Context: an optimization exercise on an open-source flow, tuned for small area and a short achievable clock period. The choices shown serve that exercise and are no tape-out recipe. Where RTL was checked, it was by simulation tests only, not by an equivalence proof against the original. No functional check of the RTL was part of run 2. Power figures rest on the tool's default switching activity, not on a simulated workload.

## flow/design.v (module list and top-level ports; edited modules follow where they fit)
// module booth_sd: 65 lines
// module fa_c: 10 lines
// module ha_c: 9 lines
// module sk_bg: 7 lines
// module sk_bh: 7 lines
// module sk_g: 8 lines
// module sk_p: 7 lines
// module sk_s: 7 lines
// module sk_sub: 208 lines
// module sk_lt: 98 lines
// module bbox_top: 3655 lines
module bbox_top #(
    parameter int SIGFIG     = 24,
    parameter int RADIX      = 10,
    parameter int PIPE_DEPTH = 3
) (
    input  logic                clk,
    input  logic                rst_n,
    input  logic [9*SIGFIG-1:0] tri_in,
    input  logic [3*SIGFIG-1:0] color_in,
    input  logic                valid_in,
    input  logic                halt,
    input  logic [2*SIGFIG-1:0] screen,
    input  logic [3:0]          subsample,
    output logic [9*SIGFIG-1:0] tri_out,
    output logic [3*SIGFIG-1:0] color_out,
    output logic [4*SIGFIG-1:0] box_out,
    output logic                valid_out
);
  // ...
==> flow/flow/run.sh <==
#!/bin/bash
# The standard layout (standard.sh, synthesis unchanged), with two changes:
#  - every port still gets its buffer, but a plain buf_1 rather than the delay
#    buffer buffer_ports picks by default; timing repair resizes it as needed
#  - timing repair is asked to leave extra setup slack, so the resizer works
#    on the paths that set the achieved period
set -euo pipefail
bash standard.sh SETUP_SLACK_MARGIN=11.1 TNS_END_PERCENT=30 \
    "BUFFER_PORTS_ARGS=-buffer_cell sky130_fd_sc_hd__buf_1" finish > make_finish.log 2>&1
==> flow/standard.sh <==
#!/bin/bash
# synth_recipe.tcl (not shown) runs the flow's synth.tcl, then flattens the netlist and writes it again
# the make line also repeats each setting of config.mk as NAME=value (left out here)
make -C /OpenROAD-flow-scripts/flow DESIGN_CONFIG=/design/flow/config.mk WORK_HOME=/design/flow/orfs CLKGATE_MAP_FILE= SYNTH_SCRIPT=/design/flow/synth_recipe.tcl "${@:-finish}"
==> flow/config.mk <==
export PLATFORM = sky130hd
export DESIGN_NAME = bbox_top
export DESIGN_NICKNAME = bbox_top
export VERILOG_FILES = /design/flow/design.v
export SDC_FILE = /design/flow/constraint.sdc
export NUM_CORES = 4
export LEC_CHECK = 0
export ABC_CLOCK_PERIOD_IN_PS = 4000
export CAP_MARGIN = 20
export CORE_MARGIN = 2
export CORE_UTILIZATION = 45
export CTS_CLUSTER_DIAMETER = 80
export CTS_CLUSTER_SIZE = 25
export SLEW_MARGIN = 20
export SYNTH_HIERARCHICAL = 1
==> flow/constraint.sdc <==
create_clock -name core_clock -period 15.0 [get_ports {clk}]
set_input_delay 3.0000 -clock core_clock [delete_from_list [all_inputs] [get_ports {clk}]]
set_output_delay 3.0000 -clock core_clock [all_outputs]
set_load 0.01 [all_outputs]
==> impl_metrics.tcl, run 1 <==
set metrics [dict create \
    synth_ff_type "edfxtp_1" \
    crit_start "tri_in[72]" \
    cts_tree "built" \
    pg_seq_uw 6030 \
    worstPathRequired_ps 15450 \
    grt_use_met1 0.3216 \
    postLayoutCellArea_mm2 0.09574 \
    ff2ff_setup_slack_ps 10720 \
    seq_area_frac_synth 0.4882 \
    coreArea_mm2 0.1852 \
    synthArstFlopShare 0.002199 \
    drt-total-wl_um 239400 \
    inverters 240 \
    grt-ovfl-total 0 \
    multi_input_comb_area_mm2 0.04125 \
    status "no timing/DRC/antenna violations" \
    cts_made_buffers 86 \
    numPortBuffers 714 \
    synthXorXnorAreaFrac 0.08667 \
    endpoint_kind "flip-flop" \
    reg_top3 "t0 x216, t1 x216, t2 x216" \
    use_met3 0.03718 \
    grt_pass1_wl_um 349900 \
    slew_headroom 0.3705 \
    crit_cells 9 \
    syn_area_mm2 0.08387 \
    die_w_um 435.7 \
    cts_resized 73 \
    clockBufferDepth 3 \
    muxShareOfSynthArea 0.01344 \
    p_sw_frac 0.4147 \
    crit_end "ma1[22]$_DFFE_PN_" \
    yosysMostFrequentCell "edfxtp_1" \
    clock_sinks 1364 \
    diodes 14 \
    yosys.area_share.simple 0.05618 \
    synth.top_cells.by_area "edfxtp_1, fa_1, xnor2_1" \
    clk_latency_ps 760 \
    p_clk_frac 0.113 \
    clk_pin_slew_ps 100 \
]
==> module sk_sub, before the edit <==
module sk_sub (
    input  logic [23:0] a,
    input  logic [23:0] b,
    output logic [24:0] d
);
    logic [24:0] x, y, g, h;
    assign x = {a[23], a};
    assign y = {b[23], b};
    for (genvar i = 0; i < 25; i++) begin : bit_i
        sk_bg ug (.a(x[i]), .b(y[i]), .g(g[i]));
        sk_bh uh (.a(x[i]), .b(y[i]), .h(h[i]));
    end
    logic gc0;
    assign gc0 = g[0] | h[0];
    logic sg0_1;
    sk_g ug0_1 (.g1(g[1]), .p1(h[1]), .g0(gc0), .g(sg0_1));
    logic sg0_3;
    sk_g ug0_3 (.g1(g[3]), .p1(h[3]), .g0(g[2]), .g(sg0_3));
    logic sp0_3;
    sk_p up0_3 (.p1(h[3]), .p0(h[2]), .p(sp0_3));
    logic sg0_5;
    sk_g ug0_5 (.g1(g[5]), .p1(h[5]), .g0(g[4]), .g(sg0_5));
    logic sp0_5;
    sk_p up0_5 (.p1(h[5]), .p0(h[4]), .p(sp0_5));
    logic sg0_7;
    sk_g ug0_7 (.g1(g[7]), .p1(h[7]), .g0(g[6]), .g(sg0_7));
    logic sp0_7;
    sk_p up0_7 (.p1(h[7]), .p0(h[6]), .p(sp0_7));
    logic sg0_9;
    sk_g ug0_9 (.g1(g[9]), .p1(h[9]), .g0(g[8]), .g(sg0_9));
    logic sp0_9;
    sk_p up0_9 (.p1(h[9]), .p0(h[8]), .p(sp0_9));
    logic sg0_11;
    sk_g ug0_11 (.g1(g[11]), .p1(h[11]), .g0(g[10]), .g(sg0_11));
    logic sp0_11;
    sk_p up0_11 (.p1(h[11]), .p0(h[10]), .p(sp0_11));
    logic sg0_13;
    sk_g ug0_13 (.g1(g[13]), .p1(h[13]), .g0(g[12]), .g(sg0_13));
    logic sp0_13;
    sk_p up0_13 (.p1(h[13]), .p0(h[12]), .p(sp0_13));
    logic sg0_15;
    sk_g ug0_15 (.g1(g[15]), .p1(h[15]), .g0(g[14]), .g(sg0_15));
    logic sp0_15;
    sk_p up0_15 (.p1(h[15]), .p0(h[14]), .p(sp0_15));
    logic sg0_17;
    sk_g ug0_17 (.g1(g[17]), .p1(h[17]), .g0(g[16]), .g(sg0_17));
    logic sp0_17;
    sk_p up0_17 (.p1(h[17]), .p0(h[16]), .p(sp0_17));
    logic sg0_19;
    sk_g ug0_19 (.g1(g[19]), .p1(h[19]), .g0(g[18]), .g(sg0_19));
    logic sp0_19;
    sk_p up0_19 (.p1(h[19]), .p0(h[18]), .p(sp0_19));
    logic sg0_21;
    sk_g ug0_21 (.g1(g[21]), .p1(h[21]), .g0(g[20]), .g(sg0_21));
    logic sp0_21;
    sk_p up0_21 (.p1(h[21]), .p0(h[20]), .p(sp0_21));
    logic sg0_23;
    sk_g ug0_23 (.g1(g[23]), .p1(h[23]), .g0(g[22]), .g(sg0_23));
    logic sp0_23;
    sk_p up0_23 (.p1(h[23]), .p0(h[22]), .p(sp0_23));
    logic sg1_2;
    sk_g ug1_2 (.g1(g[2]), .p1(h[2]), .g0(sg0_1), .g(sg1_2));
    logic sg1_3;
    sk_g ug1_3 (.g1(sg0_3), .p1(sp0_3), .g0(sg0_1), .g(sg1_3));
    logic sg1_6;
    sk_g ug1_6 (.g1(g[6]), .p1(h[6]), .g0(sg0_5), .g(sg1_6));
    logic sp1_6;
    sk_p up1_6 (.p1(h[6]), .p0(sp0_5), .p(sp1_6));
    logic sg1_7;
    sk_g ug1_7 (.g1(sg0_7), .p1(sp0_7), .g0(sg0_5), .g(sg1_7));
    logic sp1_7;
    sk_p up1_7 (.p1(sp0_7), .p0(sp0_5), .p(sp1_7));
    logic sg1_10;
    sk_g ug1_10 (.g1(g[10]), .p1(h[10]), .g0(sg0_9), .g(sg1_10));
    logic sp1_10;
    sk_p up1_10 (.p1(h[10]), .p0(sp0_9), .p(sp1_10));
    logic sg1_11;
    sk_g ug1_11 (.g1(sg0_11), .p1(sp0_11), .g0(sg0_9), .g(sg1_11));
    logic sp1_11;
    sk_p up1_11 (.p1(sp0_11), .p0(sp0_9), .p(sp1_11));
    logic sg1_14;
    sk_g ug1_14 (.g1(g[14]), .p1(h[14]), .g0(sg0_13), .g(sg1_14));
    logic sp1_14;
    sk_p up1_14 (.p1(h[14]), .p0(sp0_13), .p(sp1_14));
    logic sg1_15;
    sk_g ug1_15 (.g1(sg0_15), .p1(sp0_15), .g0(sg0_13), .g(sg1_15));
    logic sp1_15;
    sk_p up1_15 (.p1(sp0_15), .p0(sp0_13), .p(sp1_15));
    logic sg1_18;
    sk_g ug1_18 (.g1(g[18]), .p1(h[18]), .g0(sg0_17), .g(sg1_18));
    logic sp1_18;
    sk_p up1_18 (.p1(h[18]), .p0(sp0_17), .p(sp1_18));
    logic sg1_19;
    sk_g ug1_19 (.g1(sg0_19), .p1(sp0_19), .g0(sg0_17), .g(sg1_19));
    logic sp1_19;
    sk_p up1_19 (.p1(sp0_19), .p0(sp0_17), .p(sp1_19));
    logic sg1_22;
    sk_g ug1_22 (.g1(g[22]), .p1(h[22]), .g0(sg0_21), .g(sg1_22));
    logic sp1_22;
    sk_p up1_22 (.p1(h[22]), .p0(sp0_21), .p(sp1_22));
    logic sg1_23;
    sk_g ug1_23 (.g1(sg0_23), .p1(sp0_23), .g0(sg0_21), .g(sg1_23));
    logic sp1_23;
    sk_p up1_23 (.p1(sp0_23), .p0(sp0_21), .p(sp1_23));
    logic sg2_4;
    sk_g ug2_4 (.g1(g[4]), .p1(h[4]), .g0(sg1_3), .g(sg2_4));
    logic sg2_5;
    sk_g ug2_5 (.g1(sg0_5), .p1(sp0_5), .g0(sg1_3), .g(sg2_5));
    logic sg2_6;
    sk_g ug2_6 (.g1(sg1_6), .p1(sp1_6), .g0(sg1_3), .g(sg2_6));
    logic sg2_7;
    sk_g ug2_7 (.g1(sg1_7), .p1(sp1_7), .g0(sg1_3), .g(sg2_7));
    logic sg2_12;
    sk_g ug2_12 (.g1(g[12]), .p1(h[12]), .g0(sg1_11), .g(sg2_12));
    logic sp2_12;
    sk_p up2_12 (.p1(h[12]), .p0(sp1_11), .p(sp2_12));
    logic sg2_13;
    sk_g ug2_13 (.g1(sg0_13), .p1(sp0_13), .g0(sg1_11), .g(sg2_13));
    logic sp2_13;
    sk_p up2_13 (.p1(sp0_13), .p0(sp1_11), .p(sp2_13));
    logic sg2_14;
    sk_g ug2_14 (.g1(sg1_14), .p1(sp1_14), .g0(sg1_11), .g(sg2_14));
    logic sp2_14;
    sk_p up2_14 (.p1(sp1_14), .p0(sp1_11), .p(sp2_14));
    logic sg2_15;
    sk_g ug2_15 (.g1(sg1_15), .p1(sp1_15), .g0(sg1_11), .g(sg2_15));
    logic sp2_15;
    sk_p up2_15 (.p1(sp1_15), .p0(sp1_11), .p(sp2_15));
    logic sg2_20;
    sk_g ug2_20 (.g1(g[20]), .p1(h[20]), .g0(sg1_19), .g(sg2_20));
    logic sp2_20;
    sk_p up2_20 (.p1(h[20]), .p0(sp1_19), .p(sp2_20));
    logic sg2_21;
    sk_g ug2_21 (.g1(sg0_21), .p1(sp0_21), .g0(sg1_19), .g(sg2_21));
    logic sp2_21;
    sk_p up2_21 (.p1(sp0_21), .p0(sp1_19), .p(sp2_21));
    logic sg2_22;
    sk_g ug2_22 (.g1(sg1_22), .p1(sp1_22), .g0(sg1_19), .g(sg2_22));
    logic sp2_22;
    sk_p up2_22 (.p1(sp1_22), .p0(sp1_19), .p(sp2_22));
    logic sg2_23;
    sk_g ug2_23 (.g1(sg1_23), .p1(sp1_23), .g0(sg1_19), .g(sg2_23));
    logic sp2_23;
    sk_p up2_23 (.p1(sp1_23), .p0(sp1_19), .p(sp2_23));
    logic sg3_8;
    sk_g ug3_8 (.g1(g[8]), .p1(h[8]), .g0(sg2_7), .g(sg3_8));
    logic sg3_9;
    sk_g ug3_9 (.g1(sg0_9), .p1(sp0_9), .g0(sg2_7), .g(sg3_9));
    logic sg3_10;
    sk_g ug3_10 (.g1(sg1_10), .p1(sp1_10), .g0(sg2_7), .g(sg3_10));
    logic sg3_11;
    sk_g ug3_11 (.g1(sg1_11), .p1(sp1_11), .g0(sg2_7), .g(sg3_11));
    logic sg3_12;
    sk_g ug3_12 (.g1(sg2_12), .p1(sp2_12), .g0(sg2_7), .g(sg3_12));
    logic sg3_13;
    sk_g ug3_13 (.g1(sg2_13), .p1(sp2_13), .g0(sg2_7), .g(sg3_13));
    logic sg3_14;
    sk_g ug3_14 (.g1(sg2_14), .p1(sp2_14), .g0(sg2_7), .g(sg3_14));
    logic sg3_15;
    sk_g ug3_15 (.g1(sg2_15), .p1(sp2_15), .g0(sg2_7), .g(sg3_15));
    logic sg3_24;
    sk_g ug3_24 (.g1(g[24]), .p1(h[24]), .g0(sg2_23), .g(sg3_24));
    logic sp3_24;
    sk_p up3_24 (.p1(h[24]), .p0(sp2_23), .p(sp3_24));
    logic sg4_16;
    sk_g ug4_16 (.g1(g[16]), .p1(h[16]), .g0(sg3_15), .g(sg4_16));
    logic sg4_17;
    sk_g ug4_17 (.g1(sg0_17), .p1(sp0_17), .g0(sg3_15), .g(sg4_17));
    logic sg4_18;
    sk_g ug4_18 (.g1(sg1_18), .p1(sp1_18), .g0(sg3_15), .g(sg4_18));
    logic sg4_19;
    sk_g ug4_19 (.g1(sg1_19), .p1(sp1_19), .g0(sg3_15), .g(sg4_19));
    logic sg4_20;
    sk_g ug4_20 (.g1(sg2_20), .p1(sp2_20), .g0(sg3_15), .g(sg4_20));
    logic sg4_21;
    sk_g ug4_21 (.g1(sg2_21), .p1(sp2_21), .g0(sg3_15), .g(sg4_21));
    logic sg4_22;
    sk_g ug4_22 (.g1(sg2_22), .p1(sp2_22), .g0(sg3_15), .g(sg4_22));
    logic sg4_23;
    sk_g ug4_23 (.g1(sg2_23), .p1(sp2_23), .g0(sg3_15), .g(sg4_23));
    logic sg4_24;
    sk_g ug4_24 (.g1(sg3_24), .p1(sp3_24), .g0(sg3_15), .g(sg4_24));
    assign d[0] = ~h[0];
    sk_s us1 (.h(h[1]), .c(gc0), .s(d[1]));
    sk_s us2 (.h(h[2]), .c(sg0_1), .s(d[2]));
    sk_s us3 (.h(h[3]), .c(sg1_2), .s(d[3]));
    sk_s us4 (.h(h[4]), .c(sg1_3), .s(d[4]));
    sk_s us5 (.h(h[5]), .c(sg2_4), .s(d[5]));
    sk_s us6 (.h(h[6]), .c(sg2_5), .s(d[6]));
    sk_s us7 (.h(h[7]), .c(sg2_6), .s(d[7]));
    sk_s us8 (.h(h[8]), .c(sg2_7), .s(d[8]));
    sk_s us9 (.h(h[9]), .c(sg3_8), .s(d[9]));
    sk_s us10 (.h(h[10]), .c(sg3_9), .s(d[10]));
    sk_s us11 (.h(h[11]), .c(sg3_10), .s(d[11]));
    sk_s us12 (.h(h[12]), .c(sg3_11), .s(d[12]));
    sk_s us13 (.h(h[13]), .c(sg3_12), .s(d[13]));
    sk_s us14 (.h(h[14]), .c(sg3_13), .s(d[14]));
    sk_s us15 (.h(h[15]), .c(sg3_14), .s(d[15]));
    sk_s us16 (.h(h[16]), .c(sg3_15), .s(d[16]));
    sk_s us17 (.h(h[17]), .c(sg4_16), .s(d[17]));
    sk_s us18 (.h(h[18]), .c(sg4_17), .s(d[18]));
    sk_s us19 (.h(h[19]), .c(sg4_18), .s(d[19]));
    sk_s us20 (.h(h[20]), .c(sg4_19), .s(d[20]));
    sk_s us21 (.h(h[21]), .c(sg4_20), .s(d[21]));
    sk_s us22 (.h(h[22]), .c(sg4_21), .s(d[22]));
    sk_s us23 (.h(h[23]), .c(sg4_22), .s(d[23]));
    sk_s us24 (.h(h[24]), .c(sg4_23), .s(d[24]));
endmodule
==> module sk_lt, before the edit <==
module sk_lt (
    input  logic [23:0] a,
    input  logic [23:0] b,
    output logic        lt
);
    logic [24:0] x, y, g, h;
    assign x = {a[23], a};
    assign y = {b[23], b};
    for (genvar i = 0; i < 25; i++) begin : bit_i
        sk_bg ug (.a(x[i]), .b(y[i]), .g(g[i]));
        sk_bh uh (.a(x[i]), .b(y[i]), .h(h[i]));
    end
    logic gc0;
    assign gc0 = g[0] | h[0];
    logic tg0_0;
    sk_g ug0_0 (.g1(g[1]), .p1(h[1]), .g0(gc0), .g(tg0_0));
    logic tg0_2;
    sk_g ug0_2 (.g1(g[3]), .p1(h[3]), .g0(g[2]), .g(tg0_2));
    logic tp0_2;
    sk_p up0_2 (.p1(h[3]), .p0(h[2]), .p(tp0_2));
    logic tg0_4;
    sk_g ug0_4 (.g1(g[5]), .p1(h[5]), .g0(g[4]), .g(tg0_4));
    logic tp0_4;
    sk_p up0_4 (.p1(h[5]), .p0(h[4]), .p(tp0_4));
    logic tg0_6;
    sk_g ug0_6 (.g1(g[7]), .p1(h[7]), .g0(g[6]), .g(tg0_6));
    logic tp0_6;
    sk_p up0_6 (.p1(h[7]), .p0(h[6]), .p(tp0_6));
    logic tg0_8;
    sk_g ug0_8 (.g1(g[9]), .p1(h[9]), .g0(g[8]), .g(tg0_8));
    logic tp0_8;
    sk_p up0_8 (.p1(h[9]), .p0(h[8]), .p(tp0_8));
    logic tg0_10;
    sk_g ug0_10 (.g1(g[11]), .p1(h[11]), .g0(g[10]), .g(tg0_10));
    logic tp0_10;
    sk_p up0_10 (.p1(h[11]), .p0(h[10]), .p(tp0_10));
    logic tg0_12;
    sk_g ug0_12 (.g1(g[13]), .p1(h[13]), .g0(g[12]), .g(tg0_12));
    logic tp0_12;
    sk_p up0_12 (.p1(h[13]), .p0(h[12]), .p(tp0_12));
    logic tg0_14;
    sk_g ug0_14 (.g1(g[15]), .p1(h[15]), .g0(g[14]), .g(tg0_14));
    logic tp0_14;
    sk_p up0_14 (.p1(h[15]), .p0(h[14]), .p(tp0_14));
    logic tg0_16;
    sk_g ug0_16 (.g1(g[17]), .p1(h[17]), .g0(g[16]), .g(tg0_16));
    logic tp0_16;
    sk_p up0_16 (.p1(h[17]), .p0(h[16]), .p(tp0_16));
    logic tg0_18;
    sk_g ug0_18 (.g1(g[19]), .p1(h[19]), .g0(g[18]), .g(tg0_18));
    logic tp0_18;
    sk_p up0_18 (.p1(h[19]), .p0(h[18]), .p(tp0_18));
    logic tg0_20;
    sk_g ug0_20 (.g1(g[21]), .p1(h[21]), .g0(g[20]), .g(tg0_20));
    logic tp0_20;
    sk_p up0_20 (.p1(h[21]), .p0(h[20]), .p(tp0_20));
    logic tg0_22;
    sk_g ug0_22 (.g1(g[23]), .p1(h[23]), .g0(g[22]), .g(tg0_22));
    logic tp0_22;
    sk_p up0_22 (.p1(h[23]), .p0(h[22]), .p(tp0_22));
    logic tg1_0;
    sk_g ug1_0 (.g1(tg0_2), .p1(tp0_2), .g0(tg0_0), .g(tg1_0));
    logic tg1_2;
    sk_g ug1_2 (.g1(tg0_6), .p1(tp0_6), .g0(tg0_4), .g(tg1_2));
    logic tp1_2;
    sk_p up1_2 (.p1(tp0_6), .p0(tp0_4), .p(tp1_2));
    logic tg1_4;
    sk_g ug1_4 (.g1(tg0_10), .p1(tp0_10), .g0(tg0_8), .g(tg1_4));
    logic tp1_4;
    sk_p up1_4 (.p1(tp0_10), .p0(tp0_8), .p(tp1_4));
    logic tg1_6;
    sk_g ug1_6 (.g1(tg0_14), .p1(tp0_14), .g0(tg0_12), .g(tg1_6));
    logic tp1_6;
    sk_p up1_6 (.p1(tp0_14), .p0(tp0_12), .p(tp1_6));
    logic tg1_8;
    sk_g ug1_8 (.g1(tg0_18), .p1(tp0_18), .g0(tg0_16), .g(tg1_8));
    logic tp1_8;
    sk_p up1_8 (.p1(tp0_18), .p0(tp0_16), .p(tp1_8));
    logic tg1_10;
    sk_g ug1_10 (.g1(tg0_22), .p1(tp0_22), .g0(tg0_20), .g(tg1_10));
    logic tp1_10;
    sk_p up1_10 (.p1(tp0_22), .p0(tp0_20), .p(tp1_10));
    logic tg2_0;
    sk_g ug2_0 (.g1(tg1_2), .p1(tp1_2), .g0(tg1_0), .g(tg2_0));
    logic tg2_2;
    sk_g ug2_2 (.g1(tg1_6), .p1(tp1_6), .g0(tg1_4), .g(tg2_2));
    logic tp2_2;
    sk_p up2_2 (.p1(tp1_6), .p0(tp1_4), .p(tp2_2));
    logic tg2_4;
    sk_g ug2_4 (.g1(tg1_10), .p1(tp1_10), .g0(tg1_8), .g(tg2_4));
    logic tp2_4;
    sk_p up2_4 (.p1(tp1_10), .p0(tp1_8), .p(tp2_4));
    logic tg3_0;
    sk_g ug3_0 (.g1(tg2_2), .p1(tp2_2), .g0(tg2_0), .g(tg3_0));
    logic tg4_0;
    sk_g ug4_0 (.g1(tg2_4), .p1(tp2_4), .g0(tg3_0), .g(tg4_0));
    sk_s usg (.h(h[24]), .c(tg4_0), .s(lt));
endmodule
==> run 2, diff against run 1 <==
--- a/flow/design.v
+++ b/flow/design.v
@@ -94,343 +94,420 @@
 endmodule
 module sk_bh (
     input  logic a,
     input  logic b,
     output logic h
 );
     assign h = ~(a ^ b);
 endmodule
-module sk_g (
+module sk_c0 (
+    input  logic a,
+    input  logic b,
+    output logic c
+);
+    assign c = a | ~b;
+endmodule
+module sk_gi (
     input  logic g1,
     input  logic p1,
     input  logic g0,
+    output logic gn
+);
+    assign gn = ~(g1 | (p1 & g0));
+endmodule
+module sk_gn (
+    input  logic g1n,
+    input  logic p1n,
+    input  logic g0n,
     output logic g
 );
-    assign g = g1 | (p1 & g0);
+    assign g = ~(g1n & (p1n | g0n));
 endmodule
-module sk_p (
+module sk_pi (
     input  logic p1,
     input  logic p0,
+    output logic pn
+);
+    assign pn = ~(p1 & p0);
+endmodule
+module sk_pn (
+    input  logic p1n,
+    input  logic p0n,
     output logic p
 );
-    assign p = p1 & p0;
+    assign p = ~(p1n | p0n);
+endmodule
+module sk_inv (
+    input  logic a,
+    output logic y
+);
+    assign y = ~a;
 endmodule
 module sk_s (
     input  logic h,
     input  logic c,
     output logic s
 );
     assign s = h ^ c;
 endmodule
+module sk_sn (
+    input  logic h,
+    input  logic cn,
+    output logic s
+);
+    assign s = ~(h ^ cn);
+endmodule
 module sk_sub (
     input  logic [23:0] a,
     input  logic [23:0] b,
     output logic [24:0] d
 );
     logic [24:0] x, y, g, h;
+    logic gc0;
     assign x = {a[23], a};
     assign y = {b[23], b};
     for (genvar i = 0; i < 25; i++) begin : bit_i
         sk_bg ug (.a(x[i]), .b(y[i]), .g(g[i]));
         sk_bh uh (.a(x[i]), .b(y[i]), .h(h[i]));
     end
-    logic gc0;
-    assign gc0 = g[0] | h[0];
-    logic sg0_1;
-    sk_g ug0_1 (.g1(g[1]), .p1(h[1]), .g0(gc0), .g(sg0_1));
-    logic sg0_3;
-    sk_g ug0_3 (.g1(g[3]), .p1(h[3]), .g0(g[2]), .g(sg0_3));
-    logic sp0_3;
-    sk_p up0_3 (.p1(h[3]), .p0(h[2]), .p(sp0_3));
-    logic sg0_5;
-    sk_g ug0_5 (.g1(g[5]), .p1(h[5]), .g0(g[4]), .g(sg0_5));
-    logic sp0_5;
-    sk_p up0_5 (.p1(h[5]), .p0(h[4]), .p(sp0_5));
-    logic sg0_7;
-    sk_g ug0_7 (.g1(g[7]), .p1(h[7]), .g0(g[6]), .g(sg0_7));
-    logic sp0_7;
-    sk_p up0_7 (.p1(h[7]), .p0(h[6]), .p(sp0_7));
-    logic sg0_9;
-    sk_g ug0_9 (.g1(g[9]), .p1(h[9]), .g0(g[8]), .g(sg0_9));
-    logic sp0_9;
-    sk_p up0_9 (.p1(h[9]), .p0(h[8]), .p(sp0_9));
-    logic sg0_11;
-    sk_g ug0_11 (.g1(g[11]), .p1(h[11]), .g0(g[10]), .g(sg0_11));
-    logic sp0_11;
-    sk_p up0_11 (.p1(h[11]), .p0(h[10]), .p(sp0_11));
-    logic sg0_13;
-    sk_g ug0_13 (.g1(g[13]), .p1(h[13]), .g0(g[12]), .g(sg0_13));
-    logic sp0_13;
-    sk_p up0_13 (.p1(h[13]), .p0(h[12]), .p(sp0_13));
-    logic sg0_15;
-    sk_g ug0_15 (.g1(g[15]), .p1(h[15]), .g0(g[14]), .g(sg0_15));
-    logic sp0_15;
-    sk_p up0_15 (.p1(h[15]), .p0(h[14]), .p(sp0_15));
-    logic sg0_17;
-    sk_g ug0_17 (.g1(g[17]), .p1(h[17]), .g0(g[16]), .g(sg0_17));
-    logic sp0_17;
-    sk_p up0_17 (.p1(h[17]), .p0(h[16]), .p(sp0_17));
-    logic sg0_19;
-    sk_g ug0_19 (.g1(g[19]), .p1(h[19]), .g0(g[18]), .g(sg0_19));
-    logic sp0_19;
-    sk_p up0_19 (.p1(h[19]), .p0(h[18]), .p(sp0_19));
-    logic sg0_21;
-    sk_g ug0_21 (.g1(g[21]), .p1(h[21]), .g0(g[20]), .g(sg0_21));
-    logic sp0_21;
-    sk_p up0_21 (.p1(h[21]), .p0(h[20]), .p(sp0_21));
-    logic sg0_23;
-    sk_g ug0_23 (.g1(g[23]), .p1(h[23]), .g0(g[22]), .g(sg0_23));
-    logic sp0_23;
-    sk_p up0_23 (.p1(h[23]), .p0(h[22]), .p(sp0_23));
-    logic sg1_2;
-    sk_g ug1_2 (.g1(g[2]), .p1(h[2]), .g0(sg0_1), .g(sg1_2));
-    logic sg1_3;
-    sk_g ug1_3 (.g1(sg0_3), .p1(sp0_3), .g0(sg0_1), .g(sg1_3));
-    logic sg1_6;
-    sk_g ug1_6 (.g1(g[6]), .p1(h[6]), .g0(sg0_5), .g(sg1_6));
-    logic sp1_6;
-    sk_p up1_6 (.p1(h[6]), .p0(sp0_5), .p(sp1_6));
-    logic sg1_7;
-    sk_g ug1_7 (.g1(sg0_7), .p1(sp0_7), .g0(sg0_5), .g(sg1_7));
-    logic sp1_7;
-    sk_p up1_7 (.p1(sp0_7), .p0(sp0_5), .p(sp1_7));
-    logic sg1_10;
-    sk_g ug1_10 (.g1(g[10]), .p1(h[10]), .g0(sg0_9), .g(sg1_10));
-    logic sp1_10;
-    sk_p up1_10 (.p1(h[10]), .p0(sp0_9), .p(sp1_10));
-    logic sg1_11;
-    sk_g ug1_11 (.g1(sg0_11), .p1(sp0_11), .g0(sg0_9), .g(sg1_11));
-    logic sp1_11;
-    sk_p up1_11 (.p1(sp0_11), .p0(sp0_9), .p(sp1_11));
-    logic sg1_14;
-    sk_g ug1_14 (.g1(g[14]), .p1(h[14]), .g0(sg0_13), .g(sg1_14));
-    logic sp1_14;
-    sk_p up1_14 (.p1(h[14]), .p0(sp0_13), .p(sp1_14));
-    logic sg1_15;
-    sk_g ug1_15 (.g1(sg0_15), .p1(sp0_15), .g0(sg0_13), .g(sg1_15));
-    logic sp1_15;
-    sk_p up1_15 (.p1(sp0_15), .p0(sp0_13), .p(sp1_15));
-    logic sg1_18;
-    sk_g ug1_18 (.g1(g[18]), .p1(h[18]), .g0(sg0_17), .g(sg1_18));
-    logic sp1_18;
-    sk_p up1_18 (.p1(h[18]), .p0(sp0_17), .p(sp1_18));
-    logic sg1_19;
-    sk_g ug1_19 (.g1(sg0_19), .p1(sp0_19), .g0(sg0_17), .g(sg1_19));
-    logic sp1_19;
-    sk_p up1_19 (.p1(sp0_19), .p0(sp0_17), .p(sp1_19));
-    logic sg1_22;
-    sk_g ug1_22 (.g1(g[22]), .p1(h[22]), .g0(sg0_21), .g(sg1_22));
-    logic sp1_22;
-    sk_p up1_22 (.p1(h[22]), .p0(sp0_21), .p(sp1_22));
-    logic sg1_23;
-    sk_g ug1_23 (.g1(sg0_23), .p1(sp0_23), .g0(sg0_21), .g(sg1_23));
-    logic sp1_23;
-    sk_p up1_23 (.p1(sp0_23), .p0(sp0_21), .p(sp1_23));
-    logic sg2_4;
-    sk_g ug2_4 (.g1(g[4]), .p1(h[4]), .g0(sg1_3), .g(sg2_4));
-    logic sg2_5;
-    sk_g ug2_5 (.g1(sg0_5), .p1(sp0_5), .g0(sg1_3), .g(sg2_5));
-    logic sg2_6;
-    sk_g ug2_6 (.g1(sg1_6), .p1(sp1_6), .g0(sg1_3), .g(sg2_6));
-    logic sg2_7;
-    sk_g ug2_7 (.g1(sg1_7), .p1(sp1_7), .g0(sg1_3), .g(sg2_7));
-    logic sg2_12;
-    sk_g ug2_12 (.g1(g[12]), .p1(h[12]), .g0(sg1_11), .g(sg2_12));
-    logic sp2_12;
-    sk_p up2_12 (.p1(h[12]), .p0(sp1_11), .p(sp2_12));
-    logic sg2_13;
-    sk_g ug2_13 (.g1(sg0_13), .p1(sp0_13), .g0(sg1_11), .g(sg2_13));
-    logic sp2_13;
-    sk_p up2_13 (.p1(sp0_13), .p0(sp1_11), .p(sp2_13));
-    logic sg2_14;
-    sk_g ug2_14 (.g1(sg1_14), .p1(sp1_14), .g0(sg1_11), .g(sg2_14));
-    logic sp2_14;
-    sk_p up2_14 (.p1(sp1_14), .p0(sp1_11), .p(sp2_14));
-    logic sg2_15;
-    sk_g ug2_15 (.g1(sg1_15), .p1(sp1_15), .g0(sg1_11), .g(sg2_15));
-    logic sp2_15;
-    sk_p up2_15 (.p1(sp1_15), .p0(sp1_11), .p(sp2_15));
-    logic sg2_20;
-    sk_g ug2_20 (.g1(g[20]), .p1(h[20]), .g0(sg1_19), .g(sg2_20));
-    logic sp2_20;
-    sk_p up2_20 (.p1(h[20]), .p0(sp1_19), .p(sp2_20));
-    logic sg2_21;
-    sk_g ug2_21 (.g1(sg0_21), .p1(sp0_21), .g0(sg1_19), .g(sg2_21));
-    logic sp2_21;
-    sk_p up2_21 (.p1(sp0_21), .p0(sp1_19), .p(sp2_21));
-    logic sg2_22;
-    sk_g ug2_22 (.g1(sg1_22), .p1(sp1_22), .g0(sg1_19), .g(sg2_22));
-    logic sp2_22;
-    sk_p up2_22 (.p1(sp1_22), .p0(sp1_19), .p(sp2_22));
-    logic sg2_23;
-    sk_g ug2_23 (.g1(sg1_23), .p1(sp1_23), .g0(sg1_19), .g(sg2_23));
-    logic sp2_23;
-    sk_p up2_23 (.p1(sp1_23), .p0(sp1_19), .p(sp2_23));
-    logic sg3_8;
-    sk_g ug3_8 (.g1(g[8]), .p1(h[8]), .g0(sg2_7), .g(sg3_8));
-    logic sg3_9;
-    sk_g ug3_9 (.g1(sg0_9), .p1(sp0_9), .g0(sg2_7), .g(sg3_9));
-    logic sg3_10;
-    sk_g ug3_10 (.g1(sg1_10), .p1(sp1_10), .g0(sg2_7), .g(sg3_10));
-    logic sg3_11;
-    sk_g ug3_11 (.g1(sg1_11), .p1(sp1_11), .g0(sg2_7), .g(sg3_11));
-    logic sg3_12;
-    sk_g ug3_12 (.g1(sg2_12), .p1(sp2_12), .g0(sg2_7), .g(sg3_12));
-    logic sg3_13;
-    sk_g ug3_13 (.g1(sg2_13), .p1(sp2_13), .g0(sg2_7), .g(sg3_13));
-    logic sg3_14;
-    sk_g ug3_14 (.g1(sg2_14), .p1(sp2_14), .g0(sg2_7), .g(sg3_14));
-    logic sg3_15;
-    sk_g ug3_15 (.g1(sg2_15), .p1(sp2_15), .g0(sg2_7), .g(sg3_15));
-    logic sg3_24;
-    sk_g ug3_24 (.g1(g[24]), .p1(h[24]), .g0(sg2_23), .g(sg3_24));
-    logic sp3_24;
-    sk_p up3_24 (.p1(h[24]), .p0(sp2_23), .p(sp3_24));
-    logic sg4_16;
-    sk_g ug4_16 (.g1(g[16]), .p1(h[16]), .g0(sg3_15), .g(sg4_16));
-    logic sg4_17;
-    sk_g ug4_17 (.g1(sg0_17), .p1(sp0_17), .g0(sg3_15), .g(sg4_17));
-    logic sg4_18;
-    sk_g ug4_18 (.g1(sg1_18), .p1(sp1_18), .g0(sg3_15), .g(sg4_18));
-    logic sg4_19;
-    sk_g ug4_19 (.g1(sg1_19), .p1(sp1_19), .g0(sg3_15), .g(sg4_19));
-    logic sg4_20;
-    sk_g ug4_20 (.g1(sg2_20), .p1(sp2_20), .g0(sg3_15), .g(sg4_20));
-    logic sg4_21;
-    sk_g ug4_21 (.g1(sg2_21), .p1(sp2_21), .g0(sg3_15), .g(sg4_21));
-    logic sg4_22;
-    sk_g ug4_22 (.g1(sg2_22), .p1(sp2_22), .g0(sg3_15), .g(sg4_22));
-    logic sg4_23;
-    sk_g ug4_23 (.g1(sg2_23), .p1(sp2_23), .g0(sg3_15), .g(sg4_23));
-    logic sg4_24;
-    sk_g ug4_24 (.g1(sg3_24), .p1(sp3_24), .g0(sg3_15), .g(sg4_24));
+    sk_c0 uc0 (.a(x[0]), .b(y[0]), .c(gc0));
+    logic v1;
+    sk_gi ug2 (.g1(g[1]), .p1(h[1]), .g0(gc0), .gn(v1));
+    logic v3;
+    sk_gi ug4 (.g1(g[3]), .p1(h[3]), .g0(g[2]), .gn(v3));
+    logic v5;
+    sk_pi up6 (.p1(h[3]), .p0(h[2]), .pn(v5));
+    logic v7;
+    sk_gi ug8 (.g1(g[5]), .p1(h[5]), .g0(g[4]), .gn(v7));
+    logic v9;
+    sk_pi up10 (.p1(h[5]), .p0(h[4]), .pn(v9));
+    logic v11;
+    sk_gi ug12 (.g1(g[7]), .p1(h[7]), .g0(g[6]), .gn(v11));
+    logic v13;
+    sk_pi up14 (.p1(h[7]), .p0(h[6]), .pn(v13));
+    logic v15;
+    sk_gi ug16 (.g1(g[9]), .p1(h[9]), .g0(g[8]), .gn(v15));
+    logic v17;
+    sk_pi up18 (.p1(h[9]), .p0(h[8]), .pn(v17));
+    logic v19;
+    sk_gi ug20 (.g1(g[11]), .p1(h[11]), .g0(g[10]), .gn(v19));
+    logic v21;
+    sk_pi up22 (.p1(h[11]), .p0(h[10]), .pn(v21));
+    logic v23;
+    sk_gi ug24 (.g1(g[13]), .p1(h[13]), .g0(g[12]), .gn(v23));
+    logic v25;
+    sk_pi up26 (.p1(h[13]), .p0(h[12]), .pn(v25));
+    logic v27;
+    sk_gi ug28 (.g1(g[15]), .p1(h[15]), .g0(g[14]), .gn(v27));
+    logic v29;
+    sk_pi up30 (.p1(h[15]), .p0(h[14]), .pn(v29));
+    logic v31;
+    sk_gi ug32 (.g1(g[17]), .p1(h[17]), .g0(g[16]), .gn(v31));
+    logic v33;
+    sk_pi up34 (.p1(h[17]), .p0(h[16]), .pn(v33));
+    logic v35;
+    sk_gi ug36 (.g1(g[19]), .p1(h[19]), .g0(g[18]), .gn(v35));
+    logic v37;
+    sk_pi up38 (.p1(h[19]), .p0(h[18]), .pn(v37));
+    logic v39;
+    sk_gi ug40 (.g1(g[21]), .p1(h[21]), .g0(g[20]), .gn(v39));
+    logic v41;
+    sk_pi up42 (.p1(h[21]), .p0(h[20]), .pn(v41));
+    logic v43;
+    sk_gi ug44 (.g1(g[23]), .p1(h[23]), .g0(g[22]), .gn(v43));
+    logic v45;
+    sk_pi up46 (.p1(h[23]), .p0(h[22]), .pn(v45));
+    logic v47;
+    sk_inv ui48 (.a(v1), .y(v47));
+    logic v49;
+    sk_gi ug50 (.g1(g[2]), .p1(h[2]), .g0(v47), .gn(v49));
+    logic v51;
+    sk_gn ug52 (.g1n(v3), .p1n(v5), .g0n(v1), .g(v51));
+    logic v53;
+    sk_inv ui54 (.a(v7), .y(v53));
+    logic v55;
+    sk_gi ug56 (.g1(g[6]), .p1(h[6]), .g0(v53), .gn(v55));
+    logic v57;
+    sk_inv ui58 (.a(v9), .y(v57));
+    logic v59;
+    sk_pi up60 (.p1(h[6]), .p0(v57), .pn(v59));
+    logic v61;
+    sk_gn ug62 (.g1n(v11), .p1n(v13), .g0n(v7), .g(v61));
+    logic v63;
+    sk_pn up64 (.p1n(v13), .p0n(v9), .p(v63));
+    logic v65;
+    sk_inv ui66 (.a(v15), .y(v65));
+    logic v67;
+    sk_gi ug68 (.g1(g[10]), .p1(h[10]), .g0(v65), .gn(v67));
+    logic v69;
+    sk_inv ui70 (.a(v17), .y(v69));
+    logic v71;
+    sk_pi up72 (.p1(h[10]), .p0(v69), .pn(v71));
+    logic v73;
+    sk_gn ug74 (.g1n(v19), .p1n(v21), .g0n(v15), .g(v73));
+    logic v75;
+    sk_pn up76 (.p1n(v21), .p0n(v17), .p(v75));
+    logic v77;
+    sk_inv ui78 (.a(v23), .y(v77));
+    logic v79;
+    sk_gi ug80 (.g1(g[14]), .p1(h[14]), .g0(v77), .gn(v79));
+    logic v81;
+    sk_inv ui82 (.a(v25), .y(v81));
+    logic v83;
+    sk_pi up84 (.p1(h[14]), .p0(v81), .pn(v83));
+    logic v85;
+    sk_gn ug86 (.g1n(v27), .p1n(v29), .g0n(v23), .g(v85));
+    logic v87;
+    sk_pn up88 (.p1n(v29), .p0n(v25), .p(v87));
+    logic v89;
+    sk_inv ui90 (.a(v31), .y(v89));
+    logic v91;
+    sk_gi ug92 (.g1(g[18]), .p1(h[18]), .g0(v89), .gn(v91));
+    logic v93;
+    sk_inv ui94 (.a(v33), .y(v93));
+    logic v95;
+    sk_pi up96 (.p1(h[18]), .p0(v93), .pn(v95));
+    logic v97;
+    sk_gn ug98 (.g1n(v35), .p1n(v37), .g0n(v31), .g(v97));
+    logic v99;
+    sk_pn up100 (.p1n(v37), .p0n(v33), .p(v99));
+    logic v101;
+    sk_inv ui102 (.a(v39), .y(v101));
+    logic v103;
+    sk_gi ug104 (.g1(g[22]), .p1(h[22]), .g0(v101), .gn(v103));
+    logic v105;
+    sk_inv ui106 (.a(v41), .y(v105));
+    logic v107;
+    sk_pi up108 (.p1(h[22]), .p0(v105), .pn(v107));
+    logic v109;
+    sk_gn ug110 (.g1n(v43), .p1n(v45), .g0n(v39), .g(v109));
+    logic v111;
+    sk_pn up112 (.p1n(v45), .p0n(v41), .p(v111));
+    logic v113;
+    sk_gi ug114 (.g1(g[4]), .p1(h[4]), .g0(v51), .gn(v113));
+    logic v115;
+    sk_inv ui116 (.a(v51), .y(v115));
+    logic v117;
+    sk_gn ug118 (.g1n(v7), .p1n(v9), .g0n(v115), .g(v117));
+    logic v119;
+    sk_gn ug120 (.g1n(v55), .p1n(v59), .g0n(v115), .g(v119));
+    logic v121;
+    sk_gi ug122 (.g1(v61), .p1(v63), .g0(v51), .gn(v121));
+    logic v123;
+    sk_gi ug124 (.g1(g[12]), .p1(h[12]), .g0(v73), .gn(v123));
+    logic v125;
+    sk_pi up126 (.p1(h[12]), .p0(v75), .pn(v125));
+    logic v127;
+    sk_inv ui128 (.a(v73), .y(v127));
+    logic v129;
+    sk_gn ug130 (.g1n(v23), .p1n(v25), .g0n(v127), .g(v129));
+    logic v131;
+    sk_inv ui132 (.a(v75), .y(v131));
+    logic v133;
+    sk_pn up134 (.p1n(v25), .p0n(v131), .p(v133));
+    logic v135;
+    sk_gn ug136 (.g1n(v79), .p1n(v83), .g0n(v127), .g(v135));
+    logic v137;
+    sk_pn up138 (.p1n(v83), .p0n(v131), .p(v137));
+    logic v139;
+    sk_gi ug140 (.g1(v85), .p1(v87), .g0(v73), .gn(v139));
+    logic v141;
+    sk_pi up142 (.p1(v87), .p0(v75), .pn(v141));
+    logic v143;
+    sk_gi ug144 (.g1(g[20]), .p1(h[20]), .g0(v97), .gn(v143));
+    logic v145;
+    sk_pi up146 (.p1(h[20]), .p0(v99), .pn(v145));
+    logic v147;
+    sk_inv ui148 (.a(v97), .y(v147));
+    logic v149;
+    sk_gn ug150 (.g1n(v39), .p1n(v41), .g0n(v147), .g(v149));
+    logic v151;
+    sk_inv ui152 (.a(v99), .y(v151));
+    logic v153;
+    sk_pn up154 (.p1n(v41), .p0n(v151), .p(v153));
+    logic v155;
+    sk_gn ug156 (.g1n(v103), .p1n(v107), .g0n(v147), .g(v155));
+    logic v157;
+    sk_pn up158 (.p1n(v107), .p0n(v151), .p(v157));
+    logic v159;
+    sk_gi ug160 (.g1(v109), .p1(v111), .g0(v97), .gn(v159));
+    logic v161;
+    sk_pi up162 (.p1(v111), .p0(v99), .pn(v161));
+    logic v163;
+    sk_inv ui164 (.a(v121), .y(v163));
+    logic v165;
+    sk_gi ug166 (.g1(g[8]), .p1(h[8]), .g0(v163), .gn(v165));
+    logic v167;
+    sk_gn ug168 (.g1n(v15), .p1n(v17), .g0n(v121), .g(v167));
+    logic v169;
+    sk_gn ug170 (.g1n(v67), .p1n(v71), .g0n(v121), .g(v169));
+    logic v171;
+    sk_gi ug172 (.g1(v73), .p1(v75), .g0(v163), .gn(v171));
+    logic v173;
+    sk_gn ug174 (.g1n(v123), .p1n(v125), .g0n(v121), .g(v173));
+    logic v175;
+    sk_gi ug176 (.g1(v129), .p1(v133), .g0(v163), .gn(v175));
+    logic v177;
+    sk_gi ug178 (.g1(v135), .p1(v137), .g0(v163), .gn(v177));
+    logic v179;
+    sk_gn ug180 (.g1n(v139), .p1n(v141), .g0n(v121), .g(v179));
+    logic v181;
+    sk_inv ui182 (.a(v159), .y(v181));
+    logic v183;
+    sk_gi ug184 (.g1(g[24]), .p1(h[24]), .g0(v181), .gn(v183));
+    logic v185;
+    sk_inv ui186 (.a(v161), .y(v185));
+    logic v187;
+    sk_pi up188 (.p1(h[24]), .p0(v185), .pn(v187));
+    logic v189;
+    sk_gi ug190 (.g1(g[16]), .p1(h[16]), .g0(v179), .gn(v189));
+    logic v191;
+    sk_inv ui192 (.a(v179), .y(v191));
+    logic v193;
+    sk_gn ug194 (.g1n(v31), .p1n(v33), .g0n(v191), .g(v193));
+    logic v195;
+    sk_gn ug196 (.g1n(v91), .p1n(v95), .g0n(v191), .g(v195));
+    logic v197;
+    sk_gi ug198 (.g1(v97), .p1(v99), .g0(v179), .gn(v197));
+    logic v199;
+    sk_gn ug200 (.g1n(v143), .p1n(v145), .g0n(v191), .g(v199));
+    logic v201;
+    sk_gi ug202 (.g1(v149), .p1(v153), .g0(v179), .gn(v201));
+    logic v203;
+    sk_gi ug204 (.g1(v155), .p1(v157), .g0(v179), .gn(v203));
+    logic v205;
+    sk_gn ug206 (.g1n(v159), .p1n(v161), .g0n(v191), .g(v205));
+    logic v207;
+    sk_gn ug208 (.g1n(v183), .p1n(v187), .g0n(v191), .g(v207));
     assign d[0] = ~h[0];
     sk_s us1 (.h(h[1]), .c(gc0), .s(d[1]));
-    sk_s us2 (.h(h[2]), .c(sg0_1), .s(d[2]));
-    sk_s us3 (.h(h[3]), .c(sg1_2), .s(d[3]));
-    sk_s us4 (.h(h[4]), .c(sg1_3), .s(d[4]));
-    sk_s us5 (.h(h[5]), .c(sg2_4), .s(d[5]));
-    sk_s us6 (.h(h[6]), .c(sg2_5), .s(d[6]));
-    sk_s us7 (.h(h[7]), .c(sg2_6), .s(d[7]));
-    sk_s us8 (.h(h[8]), .c(sg2_7), .s(d[8]));
-    sk_s us9 (.h(h[9]), .c(sg3_8), .s(d[9]));
-    sk_s us10 (.h(h[10]), .c(sg3_9), .s(d[10]));
-    sk_s us11 (.h(h[11]), .c(sg3_10), .s(d[11]));
-    sk_s us12 (.h(h[12]), .c(sg3_11), .s(d[12]));
-    sk_s us13 (.h(h[13]), .c(sg3_12), .s(d[13]));
-    sk_s us14 (.h(h[14]), .c(sg3_13), .s(d[14]));
-    sk_s us15 (.h(h[15]), .c(sg3_14), .s(d[15]));
-    sk_s us16 (.h(h[16]), .c(sg3_15), .s(d[16]));
-    sk_s us17 (.h(h[17]), .c(sg4_16), .s(d[17]));
-    sk_s us18 (.h(h[18]), .c(sg4_17), .s(d[18]));
-    sk_s us19 (.h(h[19]), .c(sg4_18), .s(d[19]));
-    sk_s us20 (.h(h[20]), .c(sg4_19), .s(d[20]));
-    sk_s us21 (.h(h[21]), .c(sg4_20), .s(d[21]));
-    sk_s us22 (.h(h[22]), .c(sg4_21), .s(d[22]));
-    sk_s us23 (.h(h[23]), .c(sg4_22), .s(d[23]));
-    sk_s us24 (.h(h[24]), .c(sg4_23), .s(d[24]));
+    sk_sn us2 (.h(h[2]), .cn(v1), .s(d[2]));
+    sk_sn us3 (.h(h[3]), .cn(v49), .s(d[3]));
+    sk_s us4 (.h(h[4]), .c(v51), .s(d[4]));
+    sk_sn us5 (.h(h[5]), .cn(v113), .s(d[5]));
+    sk_s us6 (.h(h[6]), .c(v117), .s(d[6]));
+    sk_s us7 (.h(h[7]), .c(v119), .s(d[7]));
+    sk_sn us8 (.h(h[8]), .cn(v121), .s(d[8]));
+    sk_sn us9 (.h(h[9]), .cn(v165), .s(d[9]));
+    sk_s us10 (.h(h[10]), .c(v167), .s(d[10]));
+    sk_s us11 (.h(h[11]), .c(v169), .s(d[11]));
+    sk_sn us12 (.h(h[12]), .cn(v171), .s(d[12]));
+    sk_s us13 (.h(h[13]), .c(v173), .s(d[13]));
+    sk_sn us14 (.h(h[14]), .cn(v175), .s(d[14]));
+    sk_sn us15 (.h(h[15]), .cn(v177), .s(d[15]));
+    sk_s us16 (.h(h[16]), .c(v179), .s(d[16]));
+    sk_sn us17 (.h(h[17]), .cn(v189), .s(d[17]));
+    sk_s us18 (.h(h[18]), .c(v193), .s(d[18]));
+    sk_s us19 (.h(h[19]), .c(v195), .s(d[19]));
+    sk_sn us20 (.h(h[20]), .cn(v197), .s(d[20]));
+    sk_s us21 (.h(h[21]), .c(v199), .s(d[21]));
+    sk_sn us22 (.h(h[22]), .cn(v201), .s(d[22]));
+    sk_sn us23 (.h(h[23]), .cn(v203), .s(d[23]));
+    sk_s us24 (.h(h[24]), .c(v205), .s(d[24]));
 endmodule
 module sk_lt (
     input  logic [23:0] a,
     input  logic [23:0] b,
     output logic        lt
 );
     logic [24:0] x, y, g, h;
+    logic gc0;
     assign x = {a[23], a};
     assign y = {b[23], b};
     for (genvar i = 0; i < 25; i++) begin : bit_i
         sk_bg ug (.a(x[i]), .b(y[i]), .g(g[i]));
         sk_bh uh (.a(x[i]), .b(y[i]), .h(h[i]));
     end
-    logic gc0;
-    assign gc0 = g[0] | h[0];
-    logic tg0_0;
-    sk_g ug0_0 (.g1(g[1]), .p1(h[1]), .g0(gc0), .g(tg0_0));
-    logic tg0_2;
-    sk_g ug0_2 (.g1(g[3]), .p1(h[3]), .g0(g[2]), .g(tg0_2));
-    logic tp0_2;
-    sk_p up0_2 (.p1(h[3]), .p0(h[2]), .p(tp0_2));
-    logic tg0_4;
-    sk_g ug0_4 (.g1(g[5]), .p1(h[5]), .g0(g[4]), .g(tg0_4));
-    logic tp0_4;
-    sk_p up0_4 (.p1(h[5]), .p0(h[4]), .p(tp0_4));
-    logic tg0_6;
-    sk_g ug0_6 (.g1(g[7]), .p1(h[7]), .g0(g[6]), .g(tg0_6));
-    logic tp0_6;
-    sk_p up0_6 (.p1(h[7]), .p0(h[6]), .p(tp0_6));
-    logic tg0_8;
-    sk_g ug0_8 (.g1(g[9]), .p1(h[9]), .g0(g[8]), .g(tg0_8));
-    logic tp0_8;
-    sk_p up0_8 (.p1(h[9]), .p0(h[8]), .p(tp0_8));
-    logic tg0_10;
-    sk_g ug0_10 (.g1(g[11]), .p1(h[11]), .g0(g[10]), .g(tg0_10));
-    logic tp0_10;
-    sk_p up0_10 (.p1(h[11]), .p0(h[10]), .p(tp0_10));
-    logic tg0_12;
-    sk_g ug0_12 (.g1(g[13]), .p1(h[13]), .g0(g[12]), .g(tg0_12));
-    logic tp0_12;
-    sk_p up0_12 (.p1(h[13]), .p0(h[12]), .p(tp0_12));
-    logic tg0_14;
-    sk_g ug0_14 (.g1(g[15]), .p1(h[15]), .g0(g[14]), .g(tg0_14));
-    logic tp0_14;
-    sk_p up0_14 (.p1(h[15]), .p0(h[14]), .p(tp0_14));
-    logic tg0_16;
-    sk_g ug0_16 (.g1(g[17]), .p1(h[17]), .g0(g[16]), .g(tg0_16));
-    logic tp0_16;
-    sk_p up0_16 (.p1(h[17]), .p0(h[16]), .p(tp0_16));
-    logic tg0_18;
-    sk_g ug0_18 (.g1(g[19]), .p1(h[19]), .g0(g[18]), .g(tg0_18));
-    logic tp0_18;
-    sk_p up0_18 (.p1(h[19]), .p0(h[18]), .p(tp0_18));
-    logic tg0_20;
-    sk_g ug0_20 (.g1(g[21]), .p1(h[21]), .g0(g[20]), .g(tg0_20));
-    logic tp0_20;
-    sk_p up0_20 (.p1(h[21]), .p0(h[20]), .p(tp0_20));
-    logic tg0_22;
-    sk_g ug0_22 (.g1(g[23]), .p1(h[23]), .g0(g[22]), .g(tg0_22));
-    logic tp0_22;
-    sk_p up0_22 (.p1(h[23]), .p0(h[22]), .p(tp0_22));
-    logic tg1_0;
-    sk_g ug1_0 (.g1(tg0_2), .p1(tp0_2), .g0(tg0_0), .g(tg1_0));
-    logic tg1_2;
-    sk_g ug1_2 (.g1(tg0_6), .p1(tp0_6), .g0(tg0_4), .g(tg1_2));
-    logic tp1_2;
-    sk_p up1_2 (.p1(tp0_6), .p0(tp0_4), .p(tp1_2));
-    logic tg1_4;
-    sk_g ug1_4 (.g1(tg0_10), .p1(tp0_10), .g0(tg0_8), .g(tg1_4));
-    logic tp1_4;
-    sk_p up1_4 (.p1(tp0_10), .p0(tp0_8), .p(tp1_4));
-    logic tg1_6;
-    sk_g ug1_6 (.g1(tg0_14), .p1(tp0_14), .g0(tg0_12), .g(tg1_6));
-    logic tp1_6;
-    sk_p up1_6 (.p1(tp0_14), .p0(tp0_12), .p(tp1_6));
-    logic tg1_8;
-    sk_g ug1_8 (.g1(tg0_18), .p1(tp0_18), .g0(tg0_16), .g(tg1_8));
-    logic tp1_8;
-    sk_p up1_8 (.p1(tp0_18), .p0(tp0_16), .p(tp1_8));
-    logic tg1_10;
-    sk_g ug1_10 (.g1(tg0_22), .p1(tp0_22), .g0(tg0_20), .g(tg1_10));
-    logic tp1_10;
-    sk_p up1_10 (.p1(tp0_22), .p0(tp0_20), .p(tp1_10));
-    logic tg2_0;
-    sk_g ug2_0 (.g1(tg1_2), .p1(tp1_2), .g0(tg1_0), .g(tg2_0));
-    logic tg2_2;
-    sk_g ug2_2 (.g1(tg1_6), .p1(tp1_6), .g0(tg1_4), .g(tg2_2));
-    logic tp2_2;
-    sk_p up2_2 (.p1(tp1_6), .p0(tp1_4), .p(tp2_2));
-    logic tg2_4;
-    sk_g ug2_4 (.g1(tg1_10), .p1(tp1_10), .g0(tg1_8), .g(tg2_4));
-    logic tp2_4;
-    sk_p up2_4 (.p1(tp1_10), .p0(tp1_8), .p(tp2_4));
-    logic tg3_0;
-    sk_g ug3_0 (.g1(tg2_2), .p1(tp2_2), .g0(tg2_0), .g(tg3_0));
-    logic tg4_0;
-    sk_g ug4_0 (.g1(tg2_4), .p1(tp2_4), .g0(tg3_0), .g(tg4_0));
-    sk_s usg (.h(h[24]), .c(tg4_0), .s(lt));
+    sk_c0 uc0 (.a(x[0]), .b(y[0]), .c(gc0));
+    logic v209;
+    sk_gi ug210 (.g1(g[1]), .p1(h[1]), .g0(gc0), .gn(v209));
+    logic v211;
+    sk_gi ug212 (.g1(g[3]), .p1(h[3]), .g0(g[2]), .gn(v211));
+    logic v213;
+    sk_pi up214 (.p1(h[3]), .p0(h[2]), .pn(v213));
+    logic v215;
+    sk_gi ug216 (.g1(g[5]), .p1(h[5]), .g0(g[4]), .gn(v215));
+    logic v217;
+    sk_pi up218 (.p1(h[5]), .p0(h[4]), .pn(v217));
+    logic v219;
+    sk_gi ug220 (.g1(g[7]), .p1(h[7]), .g0(g[6]), .gn(v219));
+    logic v221;
+    sk_pi up222 (.p1(h[7]), .p0(h[6]), .pn(v221));
+    logic v223;
+    sk_gi ug224 (.g1(g[9]), .p1(h[9]), .g0(g[8]), .gn(v223));
+    logic v225;
+    sk_pi up226 (.p1(h[9]), .p0(h[8]), .pn(v225));
+    logic v227;
+    sk_gi ug228 (.g1(g[11]), .p1(h[11]), .g0(g[10]), .gn(v227));
+    logic v229;
+    sk_pi up230 (.p1(h[11]), .p0(h[10]), .pn(v229));
+    logic v231;
+    sk_gi ug232 (.g1(g[13]), .p1(h[13]), .g0(g[12]), .gn(v231));
+    logic v233;
+    sk_pi up234 (.p1(h[13]), .p0(h[12]), .pn(v233));
+    logic v235;
+    sk_gi ug236 (.g1(g[15]), .p1(h[15]), .g0(g[14]), .gn(v235));
+    logic v237;
+    sk_pi up238 (.p1(h[15]), .p0(h[14]), .pn(v237));
+    logic v239;
+    sk_gi ug240 (.g1(g[17]), .p1(h[17]), .g0(g[16]), .gn(v239));
+    logic v241;
+    sk_pi up242 (.p1(h[17]), .p0(h[16]), .pn(v241));
+    logic v243;
+    sk_gi ug244 (.g1(g[19]), .p1(h[19]), .g0(g[18]), .gn(v243));
+    logic v245;
+    sk_pi up246 (.p1(h[19]), .p0(h[18]), .pn(v245));
+    logic v247;
+    sk_gi ug248 (.g1(g[21]), .p1(h[21]), .g0(g[20]), .gn(v247));
+    logic v249;
+    sk_pi up250 (.p1(h[21]), .p0(h[20]), .pn(v249));
+    logic v251;
+    sk_gi ug252 (.g1(g[23]), .p1(h[23]), .g0(g[22]), .gn(v251));
+    logic v253;
+    sk_pi up254 (.p1(h[23]), .p0(h[22]), .pn(v253));
+    logic v255;
+    sk_gn ug256 (.g1n(v211), .p1n(v213), .g0n(v209), .g(v255));
+    logic v257;
+    sk_gn ug258 (.g1n(v219), .p1n(v221), .g0n(v215), .g(v257));
+    logic v259;
+    sk_pn up260 (.p1n(v221), .p0n(v217), .p(v259));
+    logic v261;
+    sk_gn ug262 (.g1n(v227), .p1n(v229), .g0n(v223), .g(v261));
+    logic v263;
+    sk_pn up264 (.p1n(v229), .p0n(v225), .p(v263));
+    logic v265;
+    sk_gn ug266 (.g1n(v235), .p1n(v237), .g0n(v231), .g(v265));
+    logic v267;
+    sk_pn up268 (.p1n(v237), .p0n(v233), .p(v267));
+    logic v269;
+    sk_gn ug270 (.g1n(v243), .p1n(v245), .g0n(v239), .g(v269));
+    logic v271;
+    sk_pn up272 (.p1n(v245), .p0n(v241), .p(v271));
+    logic v273;
+    sk_gn ug274 (.g1n(v251), .p1n(v253), .g0n(v247), .g(v273));
+    logic v275;
+    sk_pn up276 (.p1n(v253), .p0n(v249), .p(v275));
+    logic v277;
+    sk_gi ug278 (.g1(v257), .p1(v259), .g0(v255), .gn(v277));
+    logic v279;
+    sk_gi ug280 (.g1(v265), .p1(v267), .g0(v261), .gn(v279));
+    logic v281;
+    sk_pi up282 (.p1(v267), .p0(v263), .pn(v281));
+    logic v283;
+    sk_gi ug284 (.g1(v273), .p1(v275), .g0(v269), .gn(v283));
+    logic v285;
+    sk_pi up286 (.p1(v275), .p0(v271), .pn(v285));
+    logic v287;
+    sk_gn ug288 (.g1n(v279), .p1n(v281), .g0n(v277), .g(v287));
+    logic v289;
+    sk_inv ui290 (.a(v287), .y(v289));
+    logic v291;
+    sk_gn ug292 (.g1n(v283), .p1n(v285), .g0n(v289), .g(v291));
+    sk_s usg (.h(h[24]), .c(v291), .s(lt));
 endmodule
 `timescale 1ns/10ps
 module bbox_top #(
     parameter int SIGFIG     = 24,
     parameter int RADIX      = 10,
     parameter int PIPE_DEPTH = 3
 ) (
     input  logic                clk,
@@ -3595,20 +3672,23 @@
             if (lt0[a*3+0]) hisel[a] = lt0[a*3+2] ? 2'd2 : 2'd1;
             else            hisel[a] = lt0[a*3+1] ? 2'd2 : 2'd0;
             case (losel[a])
                 2'd0:    lo_a[a] = pa[0][a];
                 2'd1:    lo_a[a] = pa[1][a];
                 default: lo_a[a] = pa[2][a];
             endcase
             hineg_a[a] = pa[0][a][W-1] & pa[1][a][W-1] & pa[2][a][W-1];
-            if (lo_a[a] > scra[a]) onscr_a = 1'b0;
+            if (lo_past_a[a])      onscr_a = 1'b0;
             if (hineg_a[a])        onscr_a = 1'b0;
         end
     end
+    logic lo_past_a [2];
+    sk_lt lopx_i (.a(scra[0]), .b(lo_a[0]), .lt(lo_past_a[0]));
+    sk_lt lopy_i (.a(scra[1]), .b(lo_a[1]), .lt(lo_past_a[1]));
     logic bs0;
     logic bc1;
     logic bs2;
     logic bc3;
     logic bs4;
     logic bc5;
     logic bs6;
     logic bc7;
==> flow/flow/run.sh (replaced) <==
#!/bin/bash
# The standard layout (standard.sh, synthesis unchanged), with three changes:
#  - every port still gets its buffer, but a plain buf_1 rather than the delay
#    buffer buffer_ports picks by default; timing repair resizes it as needed
#  - timing repair up to clock tree synthesis is asked to leave extra setup
#    slack, so the resizer works on the paths that set the achieved period
#  - after global routing, timing repair only fixes real violations
set -euo pipefail
PORTS="BUFFER_PORTS_ARGS=-buffer_cell sky130_fd_sc_hd__buf_1"
bash standard.sh SETUP_SLACK_MARGIN=11.1 TNS_END_PERCENT=30 "$PORTS" cts > make_cts.log 2>&1
bash standard.sh "$PORTS" finish > make_finish.log 2>&1
==> flow/config.mk (replaced) <==
export PLATFORM = sky130hd
export DESIGN_NAME = bbox_top
export DESIGN_NICKNAME = bbox_top
export VERILOG_FILES = /design/flow/design.v
export SDC_FILE = /design/flow/constraint.sdc
export NUM_CORES = 4
export LEC_CHECK = 0
export ABC_CLOCK_PERIOD_IN_PS = 4000
export CAP_MARGIN = 20
export CORE_MARGIN = 2
export CORE_UTILIZATION = 55
export CTS_CLUSTER_DIAMETER = 80
export CTS_CLUSTER_SIZE = 25
export SLEW_MARGIN = 20
export SYNTH_HIERARCHICAL = 1
==> impl_metrics.tcl, run 2 <==
set metrics [dict create \
    cts-root-buf "clkbuf_16" \
    drive_above_1_share 0.1352 \
    yosys_warnings 43 \
    clk_latency_ps 750 \
    synthXorXnorAreaFrac 0.09148 \
    hold-worst-slack_ps 416.1 \
    final_common_cell "edfxtp_1" \
    cpMaxStageDelayCell "or3_4" \
    tightestPinTransition_ps 1013 \
    synth_top_area_frac 0.4862 \
    hpwl_um 167100 \
    synth_compound_area_frac 0.1292 \
    rsz0062_at_grt "false" \
    yosysMostFrequentCell "edfxtp_1" \
    reg_top3 "t0 x216, t1 x216, t2 x216" \
    tns_ps 0 \
    start_util 0.5534 \
    path_max_fanout 7 \
    maxCapViolCount 0 \
    grt.met2_usage 0.5101 \
    ant_nets 0 \
    slew_headroom 0.3248 \
    cts_tree "built" \
    synth.top_cells.by_area "edfxtp_1, fa_1, xnor2_1" \
    antenna_found_initial 29 \
    syn_area_mm2 0.08406 \
    fmax_mhz 227.7 \
    synth_top_area_cell "edfxtp_1" \
    via_count 54341 \
    hp-class "reg2reg" \
    period_needed_ps 4393 \
    synth_seq_cells 1364 \
    ir_drop_mv 0.2703 \
    worstPathArrival_ps 5030 \
    rows 143 \
    final_cell_mix "edfxtp_1, xnor2_1, a22oi_1, buf_1, fa_1" \
    netlist_instances 6199 \
    hold_buffers 0 \
    synth_edf_count 1361 \
    worstPathRequired_ps 15640 \
    syn2layout_area_growth_pct 11.85 \
    crit_cells 19 \
    cp_cell_sequence "buf_12 > nor4_4 > and3_1 > nand2_1 > o311a_4 > or3_4 > buf_12 > and2_4 > a21oi_4 > xnor2_2 > nand2_1 > o21ai_2 > a21oi_2 > o21ai_4 > inv_2 > o21ai_4 > xor2_4 > nor4b_2 > a32o_1" \
    ios 729 \
    synth_fa_ha_area_frac 0.1849 \
    cp_slowest_stage_delay_ps 460 \
    synthArstFlopShare 0.002199 \
    finalWeightedCongestion 0.8947 \
    clk_pin_slew_ps 100 \
    dieHeight_um 395.0 \
    htree_levels 3 \
    endpoint_kind "flip-flop" \
    hold_viol 0 \
    coreArea_mm2 0.1519 \
    vias_per_cell 6.134 \
    setup_viol 0 \
    skew_ps 53.50 \
    multi_input_comb_area_mm2 0.04147 \
    grt-ovfl-total 0 \
    pwr_density_cell_mw_per_mm2 239.7 \
    die_w_um 395.0 \
    synth_top_family_by_area "adder cells" \
    p_total_uw 22540 \
    dieArea_mm2 0.1560 \
    yosysUniqueCellTypes 84 \
    num-fill-cells 11880 \
    critPathTopFamily "simple AND/OR/NAND/NOR gates" \
    first_global_vias 53975 \
    grt_max_degree 170 \
    avgSynthCellArea_um2 13.56 \
    first_pass_iters 7 \
    top_usage_layer "met2" \
    leakage_uw 0.03373 \
    seq_area_frac_synth 0.4871 \
    track_usage 0.3087 \
    grt_use_met1 0.4114 \
    cts_made_buffers 86 \
    synth_ff_type "edfxtp_1" \
    clockBufferDepth 3 \
    use_met3 0.06278 \
    drv_slew 0 \
    whs_path_depth 0 \
    wl_per_cell_um 27.45 \
    clock_sinks 1364 \
    yosys.area_share.simple 0.05966 \
    drc 0 \
    path_buf_inv 3 \
    numPortBuffers 714 \
    fin_crit_sh 0.2928 \
    synth_common_cells "edfxtp_1, xnor2_1, a22oi_1, fa_1, clkbuf_1" \
    status "no timing/DRC/antenna violations" \
    ff2ff_path_depth 19 \
    drt-total-wl_um 243200 \
    muxShareOfSynthArea 0.01290 \
    nets 7974 \
    start_kind "flip-flop" \
    dr.first_iter.drc_count 5544 \
    grt_pass1_wl_um 356700 \
    path_class "reg2reg" \
    regArea_mm2 0.04094 \
]
[run 2: cell count changes after synthesis, sizes merged, moves of 42 or more]
cell   delta
a21o    -156
a21oi   +127
and2     -91
ha       -48
nand2   +125
nor2b    +42
o21ai    +69
xnor2    +70
[run 2: path summary, 6_finish.rpt]
check                                      from                end  slack (ps)
max                        b2_two[11]$_DFFE_PN_     v1$_DFFE_PN0N_       10610
min                           t0[140]$_DFFE_PN_  t1[140]$_DFFE_PN_         420
max reg2reg                b2_two[11]$_DFFE_PN_     v1$_DFFE_PN0N_       10610
min in group asynchronous                 rst_n     v2$_DFFE_PN0N_        2050
max in group asynchronous                 rst_n     v1$_DFFE_PN0N_       12800
min reg2reg                   t0[140]$_DFFE_PN_  t1[140]$_DFFE_PN_         420
[run 2: per-layer routing]
metal,up-vias,part of all wire,wire [um]
met4,18,0.032,7856
met2,2635,0.48,117700
met1,27648,0.40,96630
met3,514,0.086,20880
li1,23526,-,-
met5,-,0.00044,108
[run 2: cells by family after synthesis]
family,after synthesis
AOI/OAI and AO/OA,1456
buffers and inverters,695
DFF,1364
xor gates and xnor gates,878
other,4
adders and majority gates,874
muxes,104
and+or+nand+nor,824
[run 2: layout make-up]
cell class              count  area share
clock inverters            54    0.008131
flip-flops and latches   1364      0.4355
clock buffers              97     0.02343
repair buffers            929     0.05638
diodes                     10   0.0002661
inverters                 205    0.008224
repair inverters            1  0.00005323
well taps                2030     0.02701
multi-input cells        4169      0.4410
[run 2: report_power, final]
part	internal (uW)	leakage, uW	switching [uW]
combinational	6100	0.0189	7800
clock	1200	0.00143	1420
sequential	5790	0.0134	220
total	13100	0.0337	9440
[run 2: what timing repair did]
action	CTS	global route
endpoints found under the setup margin	1778	0
endpoints found under the hold margin	0	0
setup buffers	38	0
resized for setup	328	0
[run 2: modules after synthesis, one instance, submodules excluded, a selection]
| module | area (um2) | flops+latches | cells inside |
|---|---|---|---|
| sk_gn | 5.005 | 0 | 1 |
| sk_pi | 3.754 | 0 | 1 |
| sk_s | 8.758 | 0 | 1 |
| bbox_top | 58810 | 1364 | 3950 |
| sk_bh | 8.758 | 0 | 1 |
| sk_sub | 3.754 | 0 | 1 |
[run 2: stage by stage]
| step | setup slack, ps | util | instance area (um2) | cells |
|---|---|---|---|---|
| 2_1_floorplan | -8685 | - | 84170 | 6226 |
| 3_3_place_gp | 8413 | 0.5825 | 88480 | 8637 |
| 3_5_place_dp | 8319 | 0.5825 | 88480 | 8637 |
| 4_1_cts | 10560 | 0.6188 | 94000 | 8849 |
| 5_1_grt | 10460 | 0.6188 | 94010 | 8852 |
| 6_report | 10610 | 0.6190 | 94020 | 8859 |
